What follows belongs to an exercise in optimizing a design on an open flow for small area, a short achievable clock period and few clock cycles per item; a production flow would make more cautious choices. Only simulation tests tie the RTL to the original design; equivalence was not proved.

--- design.v ---
package neural_pkg;
  typedef logic signed [15:0] sample_t;
  typedef logic signed [31:0] mua_t;
  typedef logic [5:0] ch_t;
  typedef logic signed [7:0] coeff_t;
  localparam int FIR_TAPS = 4;
  localparam logic [FIR_TAPS*8-1:0] FIR_COEFFS = {
    -8'sd2,
    -8'sd1,
    8'sd1,
    8'sd2
  };
  typedef enum logic [1:0] {
    FIR_IDLE,
    FIR_MAC,
    FIR_EMIT
  } fir_state_t;
endpackage
module sync_fifo #(
  parameter int WIDTH = 16,
  parameter int DEPTH = 8
) (
  input  logic             bus_clk,
  input  logic             rst_n,
  input  logic [WIDTH-1:0] in_data,
  input  logic             in_valid,
  output logic             in_ready,
  output logic [WIDTH-1:0] out_data,
  output logic             out_valid,
  input  logic             out_ready,
  output logic             overflow
);
  localparam int AW = (DEPTH > 1) ? $clog2(DEPTH) : 1;
  localparam int CW = $clog2(DEPTH + 1);
  logic [WIDTH-1:0] mem [DEPTH];
  logic [AW-1:0] wr_ptr;
  logic [AW-1:0] rd_ptr;
  logic [CW-1:0] count;
  logic wr_en;
  logic rd_en;
  assign in_ready  = (count != CW'(DEPTH));
  assign out_valid = (count != '0);
  assign out_data = mem[rd_ptr];
  assign wr_en = in_valid && in_ready;
  assign rd_en = out_valid && out_ready;
  always_ff @(posedge bus_clk) begin
    if (wr_en) begin
      mem[wr_ptr] <= in_data;
    end
  end
  always_ff @(posedge bus_clk or negedge rst_n) begin
    if (!rst_n) begin
      wr_ptr <= '0;
      rd_ptr <= '0;
      count  <= '0;
    end else begin
      if (wr_en) begin
        if (wr_ptr == AW'(DEPTH - 1)) begin
          wr_ptr <= '0;
        end else begin
          wr_ptr <= wr_ptr + 1'b1;
        end
      end
      if (rd_en) begin
        if (rd_ptr == AW'(DEPTH - 1)) begin
          rd_ptr <= '0;
        end else begin
          rd_ptr <= rd_ptr + 1'b1;
        end
      end
      if (wr_en && !rd_en) begin
        count <= count + 1'b1;
      end else if (rd_en && !wr_en) begin
        count <= count - 1'b1;
      end
    end
  end
  always_ff @(posedge bus_clk or negedge rst_n) begin
    if (!rst_n) begin
      overflow <= 1'b0;
    end else if (in_valid && !in_ready) begin
      overflow <= 1'b1;
    end
  end
endmodule
module channel_counter #(
  parameter int NUM_CH = 32
) (
  input  logic             bus_clk,
  input  logic             rst_n,
  input  logic             taken,
  output neural_pkg::ch_t  channel,
  output logic             last
);
  localparam neural_pkg::ch_t LAST_CH = neural_pkg::ch_t'(NUM_CH - 1);
  always_ff @(posedge bus_clk or negedge rst_n) begin
    if (!rst_n) begin
      channel <= '0;
    end else if (taken) begin
      if (channel == LAST_CH) begin
        channel <= '0;
      end else begin
        channel <= channel + 1'b1;
      end
    end
  end
  assign last = (channel == LAST_CH);
endmodule
module fir_bandpass #(
  parameter int NUM_CH = 32
) (
  input  logic                bus_clk,
  input  logic                rst_n,
  input  neural_pkg::sample_t in_data,
  input  logic                in_valid,
  output logic                in_ready,
  input  neural_pkg::ch_t     in_channel,
  input  logic                in_last,
  output logic                taken,
  output neural_pkg::mua_t    out_data,
  output neural_pkg::ch_t     out_channel,
  output logic                out_last,
  output logic                out_valid
);
  localparam int TAPS  = neural_pkg::FIR_TAPS;
  localparam int HIST  = TAPS - 1;
  localparam int CH_W  = (NUM_CH > 1) ? $clog2(NUM_CH) : 1;
  localparam int TAP_W = $clog2(TAPS);
  neural_pkg::fir_state_t state;
  logic [TAP_W-1:0] tap;
  neural_pkg::sample_t cur_sample;
  neural_pkg::ch_t     cur_ch;
  logic                cur_last;
  neural_pkg::mua_t    acc;
  neural_pkg::sample_t hist [NUM_CH][HIST];
  logic [CH_W-1:0]      ch_idx;
  neural_pkg::sample_t  mac_in;
  neural_pkg::coeff_t   mac_coef;
  neural_pkg::mua_t     mac_prod;
  assign in_ready = (state == neural_pkg::FIR_IDLE);
  assign taken    = in_valid && in_ready;
  assign ch_idx = cur_ch[CH_W-1:0];
  always_comb begin
    mac_in = cur_sample;
    for (int k = 1; k < TAPS; k++) begin
      if (tap == TAP_W'(k)) begin
        mac_in = hist[ch_idx][k-1];
      end
    end
  end
  assign mac_coef = neural_pkg::FIR_COEFFS[8*tap +: 8];
  assign mac_prod = neural_pkg::mua_t'(mac_in) * neural_pkg::mua_t'(mac_coef);
  always_ff @(posedge bus_clk or negedge rst_n) begin
    if (!rst_n) begin
      state <= neural_pkg::FIR_IDLE;
      tap   <= '0;
    end else begin
      case (state)
        neural_pkg::FIR_IDLE: begin
          tap <= '0;
          if (taken) begin
            state <= neural_pkg::FIR_MAC;
          end
        end
        neural_pkg::FIR_MAC: begin
          if (tap == TAP_W'(TAPS - 1)) begin
            state <= neural_pkg::FIR_EMIT;
            tap   <= '0;
          end else begin
            tap <= tap + 1'b1;
          end
        end
        neural_pkg::FIR_EMIT: begin
          state <= neural_pkg::FIR_IDLE;
        end
        default: begin
          state <= neural_pkg::FIR_IDLE;
        end
      endcase
    end
  end
  always_ff @(posedge bus_clk) begin
    if (taken) begin
      cur_sample <= in_data;
      cur_ch     <= in_channel;
      cur_last   <= in_last;
      acc        <= '0;
    end else if (state == neural_pkg::FIR_MAC) begin
      acc <= acc + mac_prod;
    end
  end
  always_ff @(posedge bus_clk or negedge rst_n) begin
    if (!rst_n) begin
      for (int c = 0; c < NUM_CH; c++) begin
        for (int h = 0; h < HIST; h++) begin
          hist[c][h] <= '0;
        end
      end
    end else if (state == neural_pkg::FIR_EMIT) begin
      hist[ch_idx][0] <= cur_sample;
      for (int h = 1; h < HIST; h++) begin
        hist[ch_idx][h] <= hist[ch_idx][h-1];
      end
    end
  end
  assign out_valid   = (state == neural_pkg::FIR_EMIT);
  assign out_data    = acc;
  assign out_channel = cur_ch;
  assign out_last    = cur_last;
endmodule
module neural_filter_top #(
  parameter int NUM_CH    = 16,
  parameter int IN_DEPTH  = 8,
  parameter int OUT_DEPTH = 16
) (
  input  logic                bus_clk,
  input  logic                rst_n,
  input  logic [15:0]         sample,
  input  logic                sample_valid,
  output logic                sample_ready,
  output logic [31:0]         mua_data,
  output logic [5:0]          mua_channel,
  output logic                mua_last,
  output logic                mua_valid,
  input  logic                mua_ready,
  output logic                overflow
);
  localparam int SAMPLE_W = 16;
  localparam int DATA_W   = 32;
  localparam int CH_W     = 6;
  localparam int MUA_W    = DATA_W + CH_W + 1;
  logic [SAMPLE_W-1:0] fifo_sample;
  logic                fifo_valid;
  logic                fir_ready;
  logic                taken;
  neural_pkg::ch_t     next_channel;
  logic                next_last;
  neural_pkg::mua_t    fir_data;
  neural_pkg::ch_t     fir_channel;
  logic                fir_last;
  logic                fir_valid;
  logic [MUA_W-1:0]    mua_word;
  sync_fifo #(
    .WIDTH (SAMPLE_W),
    .DEPTH (IN_DEPTH)
  ) in_fifo (
    .bus_clk   (bus_clk),
    .rst_n     (rst_n),
    .in_data   (sample),
    .in_valid  (sample_valid),
    .in_ready  (sample_ready),
    .out_data  (fifo_sample),
    .out_valid (fifo_valid),
    .out_ready (fir_ready),
    .overflow  ()
  );
  channel_counter #(
    .NUM_CH (NUM_CH)
  ) channel_gen (
    .bus_clk (bus_clk),
    .rst_n   (rst_n),
    .taken   (taken),
    .channel (next_channel),
    .last    (next_last)
  );
  fir_bandpass #(
    .NUM_CH (NUM_CH)
  ) fir_band_pass (
    .bus_clk     (bus_clk),
    .rst_n       (rst_n),
    .in_data     (fifo_sample),
    .in_valid    (fifo_valid),
    .in_ready    (fir_ready),
    .in_channel  (next_channel),
    .in_last     (next_last),
    .taken       (taken),
    .out_data    (fir_data),
    .out_channel (fir_channel),
    .out_last    (fir_last),
    .out_valid   (fir_valid)
  );
  sync_fifo #(
    .WIDTH (MUA_W),
    .DEPTH (OUT_DEPTH)
  ) mua_fifo (
    .bus_clk   (bus_clk),
    .rst_n     (rst_n),
    .in_data   ({fir_last, fir_channel, fir_data}),
    .in_valid  (fir_valid),
    .in_ready  (),
    .out_data  (mua_word),
    .out_valid (mua_valid),
    .out_ready (mua_ready),
    .overflow  (overflow)
  );
  assign mua_data    = mua_word[DATA_W-1:0];
  assign mua_channel = mua_word[DATA_W+CH_W-1:DATA_W];
  assign mua_last    = mua_word[MUA_W-1];
endmodule
--- run.sh ---
#!/bin/bash
# synth_recipe.tcl (not shown) runs the flow's synth.tcl, then flattens the netlist and writes it again
# the make line also repeats each setting of config.mk as NAME=value (left out here)
make -C /OpenROAD-flow-scripts/flow DESIGN_CONFIG=/design/flow/config.mk WORK_HOME=/design/flow/orfs CLKGATE_MAP_FILE= SYNTH_SCRIPT=/design/flow/synth_recipe.tcl finish
--- config.mk ---
export PLATFORM = sky130hd
export DESIGN_NAME = neural_filter_top
export DESIGN_NICKNAME = neural_filter_top
export VERILOG_FILES = /design/flow/design.v
export SDC_FILE = /design/flow/constraint.sdc
export NUM_CORES = 4
export LEC_CHECK = 0
export CAP_MARGIN = 20
export CELL_PAD_IN_SITES_DETAIL_PLACEMENT = 1
export CELL_PAD_IN_SITES_GLOBAL_PLACEMENT = 2
export CORE_MARGIN = 2
export CORE_UTILIZATION = 15
export PLACE_DENSITY = 0.35
export SLEW_MARGIN = 20
--- constraint.sdc ---
create_clock -name core_clock -period 14.0 [get_ports {bus_clk}]
set_input_delay 2.8000 -clock core_clock [delete_from_list [all_inputs] [get_ports {bus_clk}]]
set_output_delay 2.8000 -clock core_clock [all_outputs]
set_load 0.01 [all_outputs]
==> summary.md <==
| Metric | Value |
|---|---|
| Outcome | `no timing/DRC/antenna violations` |
| Clock period minus worst slack | `13850 ps` |
| Skew-Pair Late Insertion Delay | `1060 ps` |
| P&R area growth vs syn | `30.1%` |
| DRT Wirelength | `around 1000000 um` |
| Commonest cells in the netlist | `2238 x nand2_1, 1327 x o21ai_0, 906 x a21oi_1` |
| Die height | `approximately 820 um` |
| Die width | `817 um` |
| Nets | `approximately 12000` |
| CP Launch Type | `flop` |
| Row count | `298` |
| Synth Warn # | `5` |
| First-pass GRT wire length | `1280000 um` |
| Final core occ | `19.6%` |
| Synth top area share | `around a quarter` |
| Post-synth EDFFs | `between 700 and 800` |
| Max clock buf depth | `4` |
| Reg-to-reg setup timing slack | `around 150 ps` |
| Max Cap Violations | `0` |
| CTS tree | `done` |
| DR DRC count | `0` |
| DR vias | `approximately 110k` |
| Crit Path Max Fanout | `14` |
| Synth Area in XOR/XNOR | `less than 1%` |
| Fin Hold WS | `492 ps` |
| Crit path max-delay cell type | `a22oi_1` |
| Largest family of logic cells by synthesized area | `compound AO/OA/AOI/OAI gates` |
| Iter 0 DRT Violations | `~13000` |
| Final hold viol count | `0` |
| Drt pass-1 iters | `8` |
| Mapped Cells | `11100` |
| Root Driver | `clkbuf_16` |
| Global placement routability congestion | `between 0.9 and 1` |
| Die area | `0.668 mm^2` |
| TritonCTS Buffers | `approximately 230` |
| Dpl cell area | `approximately 0.12 mm^2` |
| Arrival time at the worst endpoint | `between 10000 and 15000 ps` |
| Total Routing Usage GR | `around 30%` |
| Starting Density | `between 10% and 20%` |
| Final period util | `a little over nine tenths` |
| Peak Freq | `just over 0.07 GHz` |
| Syn Nets | `11400` |
| Hold Crit Class | `flop to flop` |
| Final setup violation count | `0` |
| Synth Register Bits | `1609` |
| Synth area leaders | `edfxtp_1 23%, dfrtp_1 20%, nand2_1 8.5%` |
| Skew final | `between 100 and 150 ps` |
| Hpwl dp | `782000 um` |
| Mapped Avg Cell Area | `roughly 8.9 um^2` |
| Sequential area share after synthesis | `44.3%` |
| Vias in the first global route | `approximately 110k` |
| Clock sinks | `between 1500 and 2000` |
| Slowest stage delay, CP | `730 ps` |
| Via density | `roughly 5.2` |
| Worst relative slew slack | `a little under a tenth` |
| Most Frequent Cell on Critical Path | `buf_4` |
| Synth Area in Adders | `under 10%` |
| Post-synthesis simple-gate area fraction | `14.5%` |
| Critical path type | `flop to flop` |
| Worst setup EP type | `flop` |
| Synth area leader | `edfxtp_1` |
| Post-synthesis compound-gate area fraction | `26.2%` |
| GRT overflow | `0` |
| Worst-margin pin slew | `around 1300 ps` |
| Share of flip-flops with an asynchronous set or reset after synthesis | `around 50%` |
| Fillcell total | `~75000` |
| Fraction of layout cells with a size suffix above 1 | `between 10% and 20%` |
| Initial antenna violation count | `197` |
| Drt wl/cell | `slightly below 50 um` |
| Most common cell in the netlist | `nand2_1` |
| Ys flop type | `dfrtp_1` |
| RSZ-0062 raised after global routing | `no` |
| Port buffer count | `61` |
| FF+latch area | `roughly 0.044 mm^2` |
| Critical Path RT | `between 10000 and 15000 ps` |
| CTS clk-pin slew, worst paths | `roughly 60 ps` |
| H-Tree Depth | `4` |
| Core area | `around 0.66 mm^2` |
| Mux share of post-synthesis cell area | `between 5 and 6%` |
| Synth cell types | `110` |
| Multi-input gate area | `0.0525 mm^2` |
| IO Pins | `62` |
| Count of pins over their slew limit | `0` |
| Postcts setup bufs | `0` |
| Post-route antenna net violation count | `0` |
| Netlist Area Pre-Place | `~0.099 mm^2` |
| Largest net degree at the start of global routing | `about 110` |
| Post-route cell area | `approximately 0.13 mm^2` |
[path summary, 6_finish.rpt]
check / startpoint / endpoint / depth (start not counted)
setup / recovery: fir_band_pass.cur_ch[1] / fir_band_pass.acc[31] / 51
hold / removal: fir_band_pass.hist[44][6] / fir_band_pass.hist[44][6] / 2
setup reg to reg: fir_band_pass.cur_ch[1] / fir_band_pass.acc[31] / 51
hold reg to reg: fir_band_pass.hist[44][6] / fir_band_pass.hist[44][6] / 2
max in group asynchronous: rst_n / mua_fifo.rd_ptr[3] / 4
min in group asynchronous: rst_n / fir_band_pass.hist[41][7] / 1
[cell type report]
class | count | area share [%]
clock buffer | 300 | 4.86
tap | 8700 | 8.43
multi-input combinational | 8262 | 40.7
clock inverter | 116 | 1.18
timing repair buffer | 1467 | 10.2
antenna | 81 | 0.157
inverter | 157 | 0.457
sequential | 1609 | 34.1
[worst max-delay path, delay by kind of cell, from the launching register on]
kind | cells | cell delay (ps)
AOI/OAI and AO/OA | 20 | 4710
and+or+nand+nor | 7 | 1630
adders and majority gates | 9 | 3580
buffers and inverters | 12 | 2250
DFF | 1 | 500
xor gates and xnor gates | 3 | 940
[layout by cell type (no fill, tap or decap), types with 41 or more instances in the layout]
cell type	instances
nand2_2	41
and3_1	60
a222oi_1	104
diode_2	81
o21ai_0	1324
nand3_1	287
a21o_1	43
buf_12	148
nor2_2	46
a21oi_1	883
buf_4	1248
nand2_1	2198
fa_1	88
nor3_1	94
ha_1	109
inv_1	153
a31oi_1	62
clkbuf_16	226
mux2_2	99
dfrtp_1	797
edfxtp_1	775
nor2_1	407
o21ai_1	63
nand4_1	60
a221oi_1	204
a211oi_1	93
a22o_1	162
o211ai_1	322
mux4_2	112
a22oi_1	433
mux2i_1	213
nor2_4	45
clkdlybuf4s50_1	60
[kinds of logic after synthesis]
| kind of cell | count (synthesis) |
|---|---|
| compound gates | 4099 |
| simple gates | 3452 |
| flops | 1609 |
| buf+inv | 1268 |
| mux | 429 |
| fa+ha+maj | 206 |
| xor+xnor | 76 |
[stage by stage]
step                TNS [ps]  instances  setup slack [ps]
floorplan                  0      11100              3280
global route               0      20600              21.0
CTS                        0      20600               104
global placement       -1450      20200              -819
detailed placement         0      20200               128
finish                     0      20700               149
[state kept, by name, indices dropped and copies added (netlist names)]
register / cells
fir_band_pass.tap: 2
in_fifo.mem: 128
fir_band_pass.state: 2
fir_band_pass.cur_sample: 16
in_fifo.count: 4
fir_band_pass.cur_last: 1
channel_gen.channel: 6
mua_fifo.mem: 624
in_fifo.wr_ptr: 3
mua_fifo.count: 5
mua_fifo.rd_ptr: 4
fir_band_pass.cur_ch: 6
fir_band_pass.acc: 32
mua_fifo.wr_ptr: 4
fir_band_pass.hist: 768
in_fifo.rd_ptr: 3
mua_fifo.overflow: 1
[metal layers]
layer / vias to the layer above / share of wire (%) / global-route usage (%)
met5: - / 0.015 / 0
met4: 24 / 6.8 / 16.8
met3: 1632 / 5.3 / 4.17
met2: 5175 / 44 / 46.7
met1: 58000 / 43 / 38.9
li1: 42700 / - / -
[repair_timing]
action / CTS / global route
hold buffers: 0 / 0
setup endpoints to repair: 0 / 3
hold endpoints to repair: 0 / 0
resized for setup: 0 / 2
Testbench counts, summed over its fixed seeds: cycles 36,880, items 6,144.

## what the ideal ports hide
Ports are ideal in the flow. The routed layout listed here was re-timed in OpenROAD. Step 1 sets driving cells, clkbuf_16 on the clock port and buf_2 on the other inputs (assumed; they add their load-dependent delay and slew). Step 2 times the ports against the registers' clock, not the clock port: input delays grow and output delays shrink by t, the midpoint of the rising clock arrivals with the driver on. a / b / c = ideal / step 1 / step 2; a / b = the first two.
t, ns: 1.136
slack for setup (ns): 0.149 / 0.149 / 0.149
worst register clock-pin slew, ns: 0.07 / 0.07
cell pins on the clock port's net: 1
After both steps this run still meets setup and hold. The setup slack of this run moves by 0.000 ns with the drivers and by 0.000 ns with both steps.
